Source: an optimization exercise on an open RTL-to-GDS flow (aim: small area, a short achievable clock period and few clock cycles per item). Production flows keep margins and buffers that such runs may drop. In this exercise RTL edits were held to simulation tests only and were not proved equivalent to the original. Power and IR drop assume default switching activity.

$ cat flow/config.mk
export PLATFORM = sky130hd
export DESIGN_NAME = command_frame_receiver
export DESIGN_NICKNAME = command_frame_receiver
export VERILOG_FILES = /design/flow/design.v
export SDC_FILE = /design/flow/constraint.sdc
export NUM_CORES = 4
export LEC_CHECK = 0
export CAP_MARGIN = 20
export CORE_MARGIN = 2
export CORE_UTILIZATION = 75
export CTS_BUF_LIST = sky130_fd_sc_hd__clkbuf_16
export CTS_CLUSTER_DIAMETER = 60
export CTS_CLUSTER_SIZE = 30
export PLACE_DENSITY = 0.85
export SETUP_SLACK_MARGIN = 2.0
export SLEW_MARGIN = 20
$ cat flow/constraint.sdc
create_clock -name core_clock -period 4.0 [get_ports {clock}]
set_input_delay 0.8000 -clock core_clock [delete_from_list [all_inputs] [get_ports {clock}]]
set_output_delay 0.8000 -clock core_clock [all_outputs]
set_load 0.01 [all_outputs]
$ cat flow/design.v
package cfr_pkg;
   localparam int BYTE_W = 8;
   localparam int LEN_W  = 7;
   localparam int SUM_W  = 16;
   localparam int CSR_W  = 3;
   localparam logic [CSR_W-1:0] CSR_STRICT_CHECKSUM = 3'd0;
   localparam logic [CSR_W-1:0] CSR_HEADER_FIRST    = 3'd1;
   localparam logic [CSR_W-1:0] CSR_HEADER_SECOND   = 3'd2;
   localparam logic [CSR_W-1:0] CSR_TRAILER_FIRST   = 3'd3;
   localparam logic [CSR_W-1:0] CSR_TRAILER_SECOND  = 3'd4;
   localparam logic [BYTE_W-1:0] HEADER_FIRST_RST   = 8'hFE;
   localparam logic [BYTE_W-1:0] HEADER_SECOND_RST  = 8'hEF;
   localparam logic [BYTE_W-1:0] TRAILER_FIRST_RST  = 8'h0D;
   localparam logic [BYTE_W-1:0] TRAILER_SECOND_RST = 8'h0A;
   localparam int PHASES = 10;
   localparam int P_HDR0 = 0;
   localparam int P_HDR1 = 1;
   localparam int P_CMD  = 2;
   localparam int P_LENH = 3;
   localparam int P_LENL = 4;
   localparam int P_DATA = 5;
   localparam int P_SUMH = 6;
   localparam int P_SUML = 7;
   localparam int P_TRL0 = 8;
   localparam int P_TRL1 = 9;
   typedef struct packed {
      logic              strict_checksum;
      logic [BYTE_W-1:0] header_first;
      logic [BYTE_W-1:0] header_second;
      logic [BYTE_W-1:0] trailer_first;
      logic [BYTE_W-1:0] trailer_second;
   } cfg_type;
endpackage
import cfr_pkg::*;
module cfr_payload_ram #(
   parameter int DEPTH  = 64,
   parameter int ADDR_W = 6,
   parameter int LO_N   = 8,
   parameter int HI_N   = 8,
   parameter int BANKS  = 4,
   parameter int BANK_W = 2
) (
   input  logic                                    clock,
   input  logic                                    wr_en,
   input  logic [LO_N-1:0]                         wr_sel_lo,
   input  logic [HI_N-1:0]                         wr_sel_hi,
   input  logic [cfr_pkg::BYTE_W-1:0]              wr_data,
   input  logic [BANKS-1:0][ADDR_W-BANK_W-1:0]     rd_row,
   output logic [BANKS-1:0][cfr_pkg::BYTE_W-1:0]   rd_data
);
   logic [BYTE_W-1:0] mem_ff [DEPTH];
   always_ff @(posedge clock) begin
      for (int a = 0; a < DEPTH; a++) begin
         if (wr_en && wr_sel_hi[a / LO_N] && wr_sel_lo[a % LO_N]) begin
            mem_ff[a] <= wr_data;
         end
      end
   end
   always_ff @(posedge clock) begin
      for (int b = 0; b < BANKS; b++) begin
         rd_data[b] <= mem_ff[{rd_row[b], BANK_W'(b)}];
      end
   end
endmodule
import cfr_pkg::*;
module cfr_frame_parser #(
   parameter int MAX_PAYLOAD = 64,
   parameter int ADDR_W      = 6,
   parameter int LO_W        = 3,
   parameter int LO_N        = 8,
   parameter int HI_N        = 8
) (
   input  logic                         clock,
   input  logic                         reset,
   input  cfr_pkg::cfg_type             cfg,
   input  logic                         req_valid,
   input  logic [cfr_pkg::BYTE_W-1:0]   req_rx_byte,
   output logic                         req_ready,
   output logic                         ram_we,
   output logic [LO_N-1:0]              ram_wsel_lo,
   output logic [HI_N-1:0]              ram_wsel_hi,
   output logic [cfr_pkg::BYTE_W-1:0]   ram_wdata,
   input  logic                         rd_adv,
   output logic                         pend,
   input  logic                         pend_take,
   output logic [cfr_pkg::BYTE_W-1:0]   frm_command,
   output logic [cfr_pkg::LEN_W-1:0]    frm_length,
   output logic [cfr_pkg::SUM_W-1:0]    frm_received_sum,
   output logic [cfr_pkg::SUM_W-1:0]    frm_computed_sum,
   output logic                         frm_sum_match
);
   localparam logic [BYTE_W-1:0] MAX_LEN = BYTE_W'(MAX_PAYLOAD);
   logic [PHASES-1:0] phase_ff, phase_in;
   logic [BYTE_W-1:0] command_ff;
   logic              len_hi_nz_ff;
   logic [LEN_W-1:0]  length_ff;
   logic [LEN_W-1:0]  left_ff;
   logic              data_last_ff;
   logic [SUM_W-1:0]  rx_sum_ff;
   logic [BYTE_W-1:0] run_lo_ff;
   logic [BYTE_W-1:0] run_hi_ff;
   logic              run_cy_ff;
   logic              sum_match_ff;
   logic              pend_ff, pend_in;
   logic              req_ready_ff, req_ready_in;
   logic              stall_ff;
   logic              wen_ff;
   logic [LO_N-1:0]   wsel_lo_ff;
   logic [HI_N-1:0]   wsel_hi_ff;
   logic [ADDR_W-1:0] tail_ff;
   logic [ADDR_W-1:0] wr_addr;
   logic [LO_N-1:0]   tail_lo;
   logic [HI_N-1:0]   tail_hi;
   logic [ADDR_W:0]   used_ff;
   logic [ADDR_W:0]   cused_ff;
   logic              accept;
   logic              wr_adv;
   logic              commit;
   logic              rollback;
   logic              full_in;
   logic              cmd_maybe;
   logic              data_maybe;
   logic [ADDR_W:0]   used_inc;
   logic [ADDR_W:0]   used_dec;
   logic [ADDR_W:0]   cused_dec;
   logic              wr_adv_ff;
   logic              rd_adv_ff;
   logic              commit_ff;
   logic              rollback_ff;
   logic              eq_h1, eq_h2, eq_t1, eq_t2;
   logic              len_ok, len_zero;
   logic              good_end;
   assign accept = req_valid && !stall_ff;
   assign wr_adv = accept && phase_ff[P_DATA];
   assign eq_h1    = (req_rx_byte == cfg.header_first);
   assign eq_h2    = (req_rx_byte == cfg.header_second);
   assign eq_t1    = (req_rx_byte == cfg.trailer_first);
   assign eq_t2    = (req_rx_byte == cfg.trailer_second);
   assign len_ok   = !len_hi_nz_ff && (req_rx_byte <= MAX_LEN);
   assign len_zero = (req_rx_byte == '0);
   assign good_end = eq_t2 && (!cfg.strict_checksum || sum_match_ff);
   always_comb begin
      phase_in[P_HDR0] = (phase_ff[P_HDR0] && !(accept && eq_h1)) ||
                         (phase_ff[P_HDR1] && accept && !eq_h2 && !eq_h1) ||
                         (phase_ff[P_LENL] && accept && !len_ok) ||
                         (phase_ff[P_TRL0] && accept && !eq_t1) ||
                         (phase_ff[P_TRL1] && accept);
      phase_in[P_HDR1] = (phase_ff[P_HDR0] && accept && eq_h1) ||
                         (phase_ff[P_HDR1] && !(accept && (eq_h2 || !eq_h1)));
      phase_in[P_CMD]  = (phase_ff[P_HDR1] && accept && eq_h2) ||
                         (phase_ff[P_CMD] && !accept);
      phase_in[P_LENH] = (phase_ff[P_CMD] && accept) ||
                         (phase_ff[P_LENH] && !accept);
      phase_in[P_LENL] = (phase_ff[P_LENH] && accept) ||
                         (phase_ff[P_LENL] && !accept);
      phase_in[P_DATA] = (phase_ff[P_LENL] && accept && len_ok && !len_zero) ||
                         (phase_ff[P_DATA] && !(accept && data_last_ff));
      phase_in[P_SUMH] = (phase_ff[P_LENL] && accept && len_ok && len_zero) ||
                         (phase_ff[P_DATA] && accept && data_last_ff) ||
                         (phase_ff[P_SUMH] && !accept);
      phase_in[P_SUML] = (phase_ff[P_SUMH] && accept) ||
                         (phase_ff[P_SUML] && !accept);
      phase_in[P_TRL0] = (phase_ff[P_SUML] && accept) ||
                         (phase_ff[P_TRL0] && !accept);
      phase_in[P_TRL1] = (phase_ff[P_TRL0] && accept && eq_t1) ||
                         (phase_ff[P_TRL1] && !accept);
   end
   assign commit   = phase_ff[P_TRL1] && accept && good_end;
   assign rollback = (phase_ff[P_TRL0] && accept && !eq_t1) ||
                     (phase_ff[P_TRL1] && accept && !good_end);
   assign used_inc  = used_ff + (ADDR_W+1)'(1);
   assign used_dec  = used_ff - (ADDR_W+1)'(1);
   assign cused_dec = cused_ff - (ADDR_W+1)'(1);
   assign cmd_maybe    = (phase_ff[P_HDR1] && accept) || (phase_ff[P_CMD] && !accept);
   assign data_maybe   = (phase_ff[P_LENL] && accept) || (phase_ff[P_DATA] && !(accept && data_last_ff));
   assign full_in      = (used_ff >= (ADDR_W+1)'(MAX_PAYLOAD - 2)) && (cused_ff != '0);
   assign pend_in      = commit || (pend_ff && !pend_take);
   assign req_ready_in = !(pend_in && cmd_maybe) && !(data_maybe && full_in);
   assign req_ready    = req_ready_ff;
   assign ram_we      = wen_ff;
   assign ram_wsel_lo = wsel_lo_ff;
   assign ram_wsel_hi = wsel_hi_ff;
   assign ram_wdata   = req_rx_byte;
   always_comb begin
      wr_addr = '0;
      for (int i = 0; i < LO_N; i++) begin
         if (wsel_lo_ff[i]) wr_addr[LO_W-1:0] = wr_addr[LO_W-1:0] | LO_W'(i);
      end
      for (int i = 0; i < HI_N; i++) begin
         if (wsel_hi_ff[i]) wr_addr[ADDR_W-1:LO_W] = wr_addr[ADDR_W-1:LO_W] | (ADDR_W-LO_W)'(i);
      end
      tail_lo = '0;
      tail_hi = '0;
      tail_lo[tail_ff[LO_W-1:0]]      = 1'b1;
      tail_hi[tail_ff[ADDR_W-1:LO_W]] = 1'b1;
   end
   always_ff @(posedge clock) begin
      if (reset) begin
         phase_ff     <= PHASES'(1) << P_HDR0;
         pend_ff      <= 1'b0;
         req_ready_ff <= 1'b1;
         stall_ff     <= 1'b0;
         wen_ff       <= 1'b0;
         wsel_lo_ff   <= LO_N'(1);
         wsel_hi_ff   <= HI_N'(1);
         tail_ff      <= '0;
         used_ff      <= '0;
         cused_ff     <= '0;
         wr_adv_ff    <= 1'b0;
         rd_adv_ff    <= 1'b0;
         commit_ff    <= 1'b0;
         rollback_ff  <= 1'b0;
      end else begin
         phase_ff     <= phase_in;
         pend_ff      <= pend_in;
         req_ready_ff <= req_ready_in;
         stall_ff     <= !req_ready_in;
         wen_ff       <= data_maybe && !full_in;
         if (rollback) begin
            wsel_lo_ff <= tail_lo;
            wsel_hi_ff <= tail_hi;
         end else if (wr_adv) begin
            wsel_lo_ff <= {wsel_lo_ff[LO_N-2:0], wsel_lo_ff[LO_N-1]};
            if (wsel_lo_ff[LO_N-1]) begin
               wsel_hi_ff <= {wsel_hi_ff[HI_N-2:0], wsel_hi_ff[HI_N-1]};
            end
         end
         if (commit) begin
            tail_ff <= wr_addr;
         end
         wr_adv_ff   <= wr_adv;
         rd_adv_ff   <= rd_adv;
         commit_ff   <= commit;
         rollback_ff <= rollback;
         if (rollback_ff) begin
            used_ff <= rd_adv_ff ? cused_dec : cused_ff;
         end else if (wr_adv_ff && !rd_adv_ff) begin
            used_ff <= used_inc;
         end else if (!wr_adv_ff && rd_adv_ff) begin
            used_ff <= used_dec;
         end
         if (commit_ff) begin
            cused_ff <= rd_adv_ff ? used_dec : used_ff;
         end else if (rd_adv_ff) begin
            cused_ff <= cused_dec;
         end
      end
   end
   always_ff @(posedge clock) begin
      if (accept && phase_ff[P_CMD]) begin
         command_ff <= req_rx_byte;
      end
      if (accept && phase_ff[P_LENH]) begin
         len_hi_nz_ff <= (req_rx_byte != '0);
      end
      if (accept && phase_ff[P_LENL]) begin
         length_ff    <= req_rx_byte[LEN_W-1:0];
         left_ff      <= req_rx_byte[LEN_W-1:0];
         data_last_ff <= (req_rx_byte == BYTE_W'(1));
      end else if (wr_adv) begin
         left_ff      <= left_ff - LEN_W'(1);
         data_last_ff <= (left_ff == LEN_W'(2));
      end
      if (accept && phase_ff[P_LENL]) begin
         run_lo_ff <= '0;
         run_cy_ff <= 1'b0;
         run_hi_ff <= '0;
      end else begin
         if (wr_adv) begin
            {run_cy_ff, run_lo_ff} <= {1'b0, run_lo_ff} + {1'b0, req_rx_byte};
         end else begin
            run_cy_ff <= 1'b0;
         end
         run_hi_ff <= run_hi_ff + BYTE_W'(run_cy_ff);
      end
      if (accept && phase_ff[P_SUMH]) begin
         rx_sum_ff[SUM_W-1:BYTE_W] <= req_rx_byte;
      end
      if (accept && phase_ff[P_SUML]) begin
         rx_sum_ff[BYTE_W-1:0] <= req_rx_byte;
      end
      sum_match_ff <= (rx_sum_ff == {run_hi_ff, run_lo_ff});
   end
   assign pend             = pend_ff;
   assign frm_command      = command_ff;
   assign frm_length       = length_ff;
   assign frm_received_sum = rx_sum_ff;
   assign frm_computed_sum = {run_hi_ff, run_lo_ff};
   assign frm_sum_match    = sum_match_ff;
endmodule
import cfr_pkg::*;
module command_frame_receiver #(
   parameter int MAX_PAYLOAD = 64
) (
   input  logic                       clock,
   input  logic                       reset,
   input  logic                       req_valid,
   output logic                       req_ready,
   input  logic [cfr_pkg::BYTE_W-1:0] req_rx_byte,
   output logic                       rsp_valid,
   input  logic                       rsp_ready,
   output logic [cfr_pkg::BYTE_W-1:0] rsp_frame_command,
   output logic [cfr_pkg::LEN_W-1:0]  rsp_frame_length,
   output logic [cfr_pkg::BYTE_W-1:0] rsp_payload_byte,
   output logic                       rsp_byte_valid,
   output logic                       rsp_last,
   output logic [cfr_pkg::SUM_W-1:0]  rsp_received_sum,
   output logic [cfr_pkg::SUM_W-1:0]  rsp_computed_sum,
   output logic                       rsp_sum_match,
   input  logic                       csr_we,
   input  logic [cfr_pkg::CSR_W-1:0]  csr_index,
   input  logic [cfr_pkg::BYTE_W-1:0] csr_wdata
);
   localparam int ADDR_W = (MAX_PAYLOAD > 1) ? $clog2(MAX_PAYLOAD) : 1;
   localparam int BANKS  = 4;
   localparam int BANK_W = 2;
   localparam int ROW_W  = ADDR_W - BANK_W;
   cfr_pkg::cfg_type  cfg_ff;
   logic              ram_we;
   logic [7:0]        ram_wsel_lo;
   logic [7:0]        ram_wsel_hi;
   logic [BYTE_W-1:0] ram_wdata;
   logic [BANKS-1:0][ROW_W-1:0]  bank_row_ff;
   logic [BANKS-1:0][BYTE_W-1:0] bank_rdata;
   logic [BYTE_W-1:0] ram_rdata;
   logic              pend;
   logic              pend_take;
   logic [BYTE_W-1:0] frm_command;
   logic [LEN_W-1:0]  frm_length;
   logic [SUM_W-1:0]  frm_received_sum;
   logic [SUM_W-1:0]  frm_computed_sum;
   logic              frm_sum_match;
   logic [BANK_W-1:0] rd_bank_ff;
   logic [ADDR_W-1:0] rem_ff;
   logic              rsp_valid_ff;
   logic              rsp_idle_ff;
   logic              last_i_ff;
   logic              slot_empty_ff;
   logic              slot_le1_ff;
   logic [BYTE_W-1:0] command_ff;
   logic [LEN_W-1:0]  length_ff;
   logic [BYTE_W-1:0] payload_ff;
   logic              byte_valid_ff;
   logic              last_ff;
   logic [SUM_W-1:0]  received_sum_ff;
   logic [SUM_W-1:0]  computed_sum_ff;
   logic              sum_match_ff;
   logic              next_beat;
   logic              rd_adv;
   logic              frm_empty;
   logic              slot_take;
   logic              slot_valid_ff;
   logic [BYTE_W-1:0] slot_command_ff;
   logic [LEN_W-1:0]  slot_length_ff;
   logic [SUM_W-1:0]  slot_received_sum_ff;
   logic [SUM_W-1:0]  slot_computed_sum_ff;
   logic              slot_sum_match_ff;
   always_ff @(posedge clock) begin
      if (reset) begin
         cfg_ff.strict_checksum <= 1'b0;
         cfg_ff.header_first    <= HEADER_FIRST_RST;
         cfg_ff.header_second   <= HEADER_SECOND_RST;
         cfg_ff.trailer_first   <= TRAILER_FIRST_RST;
         cfg_ff.trailer_second  <= TRAILER_SECOND_RST;
      end else if (csr_we) begin
         case (csr_index)
            CSR_STRICT_CHECKSUM: cfg_ff.strict_checksum <= csr_wdata[0];
            CSR_HEADER_FIRST:    cfg_ff.header_first    <= csr_wdata;
            CSR_HEADER_SECOND:   cfg_ff.header_second   <= csr_wdata;
            CSR_TRAILER_FIRST:   cfg_ff.trailer_first   <= csr_wdata;
            CSR_TRAILER_SECOND:  cfg_ff.trailer_second  <= csr_wdata;
            default: begin
            end
         endcase
      end
   end
   cfr_frame_parser #(
      .MAX_PAYLOAD (MAX_PAYLOAD),
      .ADDR_W      (ADDR_W)
   ) u_parser (
      .clock            (clock),
      .reset            (reset),
      .cfg              (cfg_ff),
      .req_valid        (req_valid),
      .req_rx_byte      (req_rx_byte),
      .req_ready        (req_ready),
      .ram_we           (ram_we),
      .ram_wsel_lo      (ram_wsel_lo),
      .ram_wsel_hi      (ram_wsel_hi),
      .ram_wdata        (ram_wdata),
      .rd_adv           (rd_adv),
      .pend             (pend),
      .pend_take        (pend_take),
      .frm_command      (frm_command),
      .frm_length       (frm_length),
      .frm_received_sum (frm_received_sum),
      .frm_computed_sum (frm_computed_sum),
      .frm_sum_match    (frm_sum_match)
   );
   cfr_payload_ram #(
      .DEPTH  (MAX_PAYLOAD),
      .ADDR_W (ADDR_W),
      .BANKS  (BANKS),
      .BANK_W (BANK_W)
   ) u_ram (
      .clock   (clock),
      .wr_en   (ram_we),
      .wr_sel_lo (ram_wsel_lo),
      .wr_sel_hi (ram_wsel_hi),
      .wr_data (ram_wdata),
      .rd_row  (bank_row_ff),
      .rd_data (bank_rdata)
   );
   assign ram_rdata = bank_rdata[rd_bank_ff];
   always_ff @(posedge clock) begin
      for (int b = 0; b < BANKS; b++) begin
         if (reset) begin
            bank_row_ff[b] <= '0;
         end else if (rd_adv && (rd_bank_ff == BANK_W'(b))) begin
            bank_row_ff[b] <= bank_row_ff[b] + ROW_W'(1);
         end
      end
   end
   assign slot_take = slot_valid_ff && (rsp_idle_ff || (rsp_ready && last_i_ff));
   assign pend_take = pend && (!slot_valid_ff || slot_take);
   assign next_beat = !rsp_idle_ff && rsp_ready && !last_i_ff;
   assign frm_empty = slot_empty_ff;
   assign rd_adv    = next_beat || (slot_take && !slot_empty_ff);
   always_ff @(posedge clock) begin
      if (reset) begin
         slot_valid_ff <= 1'b0;
      end else if (pend_take) begin
         slot_valid_ff <= 1'b1;
      end else if (slot_take) begin
         slot_valid_ff <= 1'b0;
      end
   end
   always_ff @(posedge clock) begin
      if (pend_take) begin
         slot_command_ff      <= frm_command;
         slot_length_ff       <= frm_length;
         slot_empty_ff        <= (frm_length == '0);
         slot_le1_ff          <= (frm_length <= LEN_W'(1));
         slot_received_sum_ff <= frm_received_sum;
         slot_computed_sum_ff <= frm_computed_sum;
         slot_sum_match_ff    <= frm_sum_match;
      end
   end
   always_ff @(posedge clock) begin
      if (reset) begin
         rsp_valid_ff <= 1'b0;
         rsp_idle_ff  <= 1'b1;
         last_i_ff    <= 1'b1;
         rd_bank_ff   <= '0;
      end else begin
         if (slot_take) begin
            rsp_valid_ff <= 1'b1;
            rsp_idle_ff  <= 1'b0;
         end else if (rsp_ready && last_i_ff) begin
            rsp_valid_ff <= 1'b0;
            rsp_idle_ff  <= 1'b1;
         end
         if (slot_take) begin
            last_i_ff <= slot_le1_ff;
         end else if (next_beat) begin
            last_i_ff <= (rem_ff == ADDR_W'(1));
         end
         if (rd_adv) begin
            rd_bank_ff <= rd_bank_ff + BANK_W'(1);
         end
      end
   end
   always_ff @(posedge clock) begin
      if (slot_take) begin
         command_ff      <= slot_command_ff;
         length_ff       <= slot_length_ff;
         payload_ff      <= frm_empty ? '0 : ram_rdata;
         byte_valid_ff   <= !frm_empty;
         last_ff         <= slot_le1_ff;
         rem_ff          <= ADDR_W'(slot_length_ff - LEN_W'(1));
         received_sum_ff <= slot_received_sum_ff;
         computed_sum_ff <= slot_computed_sum_ff;
         sum_match_ff    <= slot_sum_match_ff;
      end else if (next_beat) begin
         payload_ff      <= ram_rdata;
         last_ff         <= (rem_ff == ADDR_W'(1));
         rem_ff          <= rem_ff - ADDR_W'(1);
      end
   end
   assign rsp_valid         = rsp_valid_ff;
   assign rsp_frame_command = command_ff;
   assign rsp_frame_length  = length_ff;
   assign rsp_payload_byte  = payload_ff;
   assign rsp_byte_valid    = byte_valid_ff;
   assign rsp_last          = last_ff;
   assign rsp_received_sum  = received_sum_ff;
   assign rsp_computed_sum  = computed_sum_ff;
   assign rsp_sum_match     = sum_match_ff;
endmodule
$ cat flow/run.sh
#!/bin/bash
# synth_recipe.tcl (not shown) runs the flow's synth.tcl, then flattens the netlist and writes it again
# the make line also repeats each setting of config.mk as NAME=value (left out here)
make -C /OpenROAD-flow-scripts/flow DESIGN_CONFIG=/design/flow/config.mk WORK_HOME=/design/flow/orfs CLKGATE_MAP_FILE= SYNTH_SCRIPT=/design/flow/synth_recipe.tcl finish
==> results by group <==
Global routing
  • Initial antenna violation count: 2
  • Vias in the first global route: 20337
  • All-layer global routing usage: 0.361
  • First-pass GRT wire length: 121000 microns
  • Total grt overflow: 0
  • Largest net degree at the start of global routing: 88

Logic synthesis
  • Area leader, netlist: edfxtp_1
  • FFs w/ async S/R, synth: 0
  • Mapped Nets: 2346
  • Dominant cells by area after synthesis: edfxtp_1 61%, dfxtp_1 9.7%, nand2_1 2.0%, ha_1 1.8%, mux4_2 1.6%
  • Share of the synthesized area in the top cell type: 0.612
  • Sequential area share after synthesis: 0.709
  • Synth top cells by count: 666 x edfxtp_1, 178 x nand2_1, 159 x dfxtp_1
  • Most numerous cell in the Yosys netlist: edfxtp_1
  • Yosys cell types: 75
  • Post-Syn Area per Cell: 14.4 sq um
  • Top_reg_cell synth: edfxtp_1
  • Mapped cell area: 32700 sq um
  • Synth Register Bits: 825
  • Count of yosys warnings during synthesis: 4
  • Cell count after synthesis: 2273
  • EDFF count, synth: 666

Clock network
  • Clock sink count: 825
  • Post-CTS Hold Fix Bufs: 0
  • Root Driver: clkbuf_16
  • CTS max path bufs: 3
  • Skew-Pair Late Insertion Delay: 0.61 ns
  • Number of CTS-inserted buffers: 40
  • Worst-path clk slew: 0.11 ns
  • TritonCTS clock tree: built
  • CTS H-tree lvls: 2

Setup path
  • Critical Path AT: 2.63 ns
  • Worst Setup SP: bank_row_ff[13]$_SDFFE_PP0P_
  • Worst setup EP type: flip-flop
  • Number of cells on the worst reg-to-reg path: 9
  • Critical Path RT: 4.50 ns
  • Worst R2R Start: bank_row_ff[13]$_SDFFE_PP0P_
  • Setup CP Type: flip-flop to flip-flop
  • Crit path max fanout: 11
  • R2R Setup Slk: 1.87 ns
  • Critical Path Start Type: flip-flop
  • Reg-to-reg endpoint: u_ram.rd_data[24]$_DFF_P_

STA
  • Final Hold Fails: 0
  • Worst-margin pin slew: 0.994 ns
  • Final TNS setup: 0 ns
  • Final clock skew: 0.0249 ns
  • Final Max Slew Viols: 0
  • Slew margin rel.: 0.338
  • Final setup fails: 0
  • RSZ-0062 raised after global routing: yes
  • Hold WS: 0.430 ns
  • Fmax achieved: 0.469 GHz
  • Minimum clock period: 2.13 ns
  • Final Cycle Share: 0.533

Hold path
  • Hold crit path type: flip-flop to flip-flop
  • Min-Delay Startpoint: slot_length_ff[6]$_DFFE_PP_
  • Hold endpoint: length_ff[6]$_DFFE_PN_
  • Worst hold stages: 0

Final layout
  • Final Util: 0.866
  • Final net count: 2481
  • Finished Cell Area: 37300 sq um
  • Area Overhead vs Synth: 14.1%
  • ANT cells: 0
  • Share of cells above drive strength 1: 0.219

Floorplan
  • Row count: 76
  • Die area: 45300 sq um
  • Die H: 213 microns
  • Core area: 43100 sq um
  • DIE WIDTH: 213 microns
  • Initial Utilization: 0.759
  • IO Pins: 84

Outcome
  • Status: complete, no violations

Detailed routing
  • Vias per cell: 7.12
  • Drt total wl: 85600 microns
  • 1st-pass router iterations: 9
  • Drt wl/cell: 28.3 microns
  • Initial detailed-routing violation count: 3809
  • DRC viols: 0
  • Post-DRT Antenna Nets: 0
  • Via count: 21537

Pwr
  • Total power: 14.5 mW
  • Pleak: 12.4 nW
  • Peak supply drop: 0.000502 V
  • Cell Pwr Density: 388 nW/um^2

Place
  • GP Congestion: 0.880
  • Number of port buffers: 83
  • Placed cell area: 34000 sq um
  • Final HPWL DP: 47300 microns

Job
  • Max_cap viols: 0
## worst max-delay path, stage by stage, from the launching register on
cell	delay, ns
dfxtp_4	0.42
clkinvlp_4	0.16
ha_4	0.26
buf_12	0.16
a22oi_1	0.18
mux2i_1	0.13
a311oi_2	0.30
a21oi_2	0.11
a21oi_2	0.20
a21oi_1	0.11
## through the flow
step / setup WS, ns / cells
after CTS: 1.96 / 2969
after global routing: 1.82 / 3023
after floorplan: 1.54 / 2273
final: 1.87 / 3023
after global placement: 0.945 / 2834
after detailed placement: 0.830 / 2834
## what timing repair did
action                     4_1_cts  5_1_grt
gates resized for setup        401      109
setup endpoints to repair      281       77
pin swaps                       41       47
gates cloned                     6        4
buffers inserted                57       50
## routing by layer
metal	global-route usage	part of all wire	vias to the layer above
met5	0	0.00014	-
met4	0.150	0.042	2
met3	0.0700	0.12	271
met2	0.584	0.49	1811
met1	0.489	0.35	10490
li1	-	-	8963
## worst max path at each step
stage                                           to  cells past startpoint
2_1_floorplan               last_i_ff$_SDFFE_PP1P_                      6
3_3_place_gp   u_parser.wsel_lo_ff[0]$_SDFFE_PP1P_                      7
3_5_place_dp   u_parser.wsel_lo_ff[4]$_SDFFE_PP0P_                      7
4_1_cts                        rsp_payload_byte[5]                      1
5_1_grt                   u_ram.rd_data[3]$_DFF_P_                      8
6_report                 u_ram.rd_data[24]$_DFF_P_                      9
## power by group
part / leakage (nW) / switching, mW / total [mW] / internal, mW
Clock: 0.677 / 2.81 / 4.94 / 2.12
Combinational: 4.47 / 0.207 / 0.305 / 0.0978
Sequential: 7.21 / 0.00805 / 9.23 / 9.23
## kinds of logic (layout without fill, tap and decap cells)
family / count (synthesis) / after routing / share of synthesized area
AO/OA/AOI/OAI: 446 / 449 / 0.0988
XOR/XNOR: 100 / 100 / 0.0268
adder cells (fa/ha/maj): 49 / 49 / 0.0190
buffers and inverters: 201 / 362 / 0.0261
flip-flops: 825 / 825 / 0.709
multiplexers: 75 / 75 / 0.0330
AND/OR/NAND/NOR: 577 / 578 / 0.0869
## final cells by class
cell class	instances	area, sq um
sequential	825	23200
multi-input combinational	1251	9570
fill	1800	5780
timing repair buffer	245	2200
clock buffer	41	1030
tap	585	732
clock inverter	31	322
inverter	45	196
## flip-flops by register name, indices dropped and copies added (netlist names), 8 cells and up, named ones only
signal,cells
payload_ff,8
slot_computed_sum_ff,16
u_ram.mem_ff,512
command_ff,8
u_parser.command_ff,8
slot_command_ff,8
slot_received_sum_ff,16
received_sum_ff,16
u_parser.run_hi_ff,8
u_parser.run_lo_ff,8
u_parser.rx_sum_ff,16
u_parser.wsel_lo_ff,8
bank_row_ff,16
computed_sum_ff,16
u_ram.rd_data,32
cfg_ff,33
u_parser.wsel_hi_ff,8
## placed cells by master, fill, tap and decap left out, types with 27 or more instances in the layout
cell       instances
inv_1             38
xnor2_1           51
mux2_2            33
buf_2             59
nand2_1          172
a21oi_1           82
a22o_1            35
nand3b_1          28
o21ai_0           47
buf_4            118
dfxtp_1          132
a22oi_1           39
edfxtp_1         666
xor2_1            43
ha_1              29
nor2_1           108
nand3_1           67
nor2b_1           27
a222oi_1          36
clkbuf_16         45
and3_1            71
a221oi_1          31
Testbench counts, summed over its fixed seeds: cycles 15,050, beats 10,307.

what the ideal ports hide:
Ports are ideal in the flow. The routed layout listed here was re-timed in OpenROAD.
Step 1: set_driving_cell puts a clkbuf_16 on clock and a buf_2 on each other input, an assumption about the parent block.
Step 2 moves the port delays by t, midway between the first and last clock arrival at a register: inputs arrive t later, outputs are due t later. That takes back most of the time a late clock gives input paths.
a / b / c = no drivers / after step 1 / after step 2; a / b = the first two.
shift t [ns]: 0.663
setup WS [ns]: 1.870 / 1.870 / 1.239
clock arrival spread, ns: 0.029 / 0.029
slew at the worst register clock pin (ns): 0.12 / 0.12
pins driven straight from the clock port: 1
After both steps setup and hold are still met in this run. The setup slack of this run moves by 0.000 ns with the drivers and by -0.631 ns with both steps.
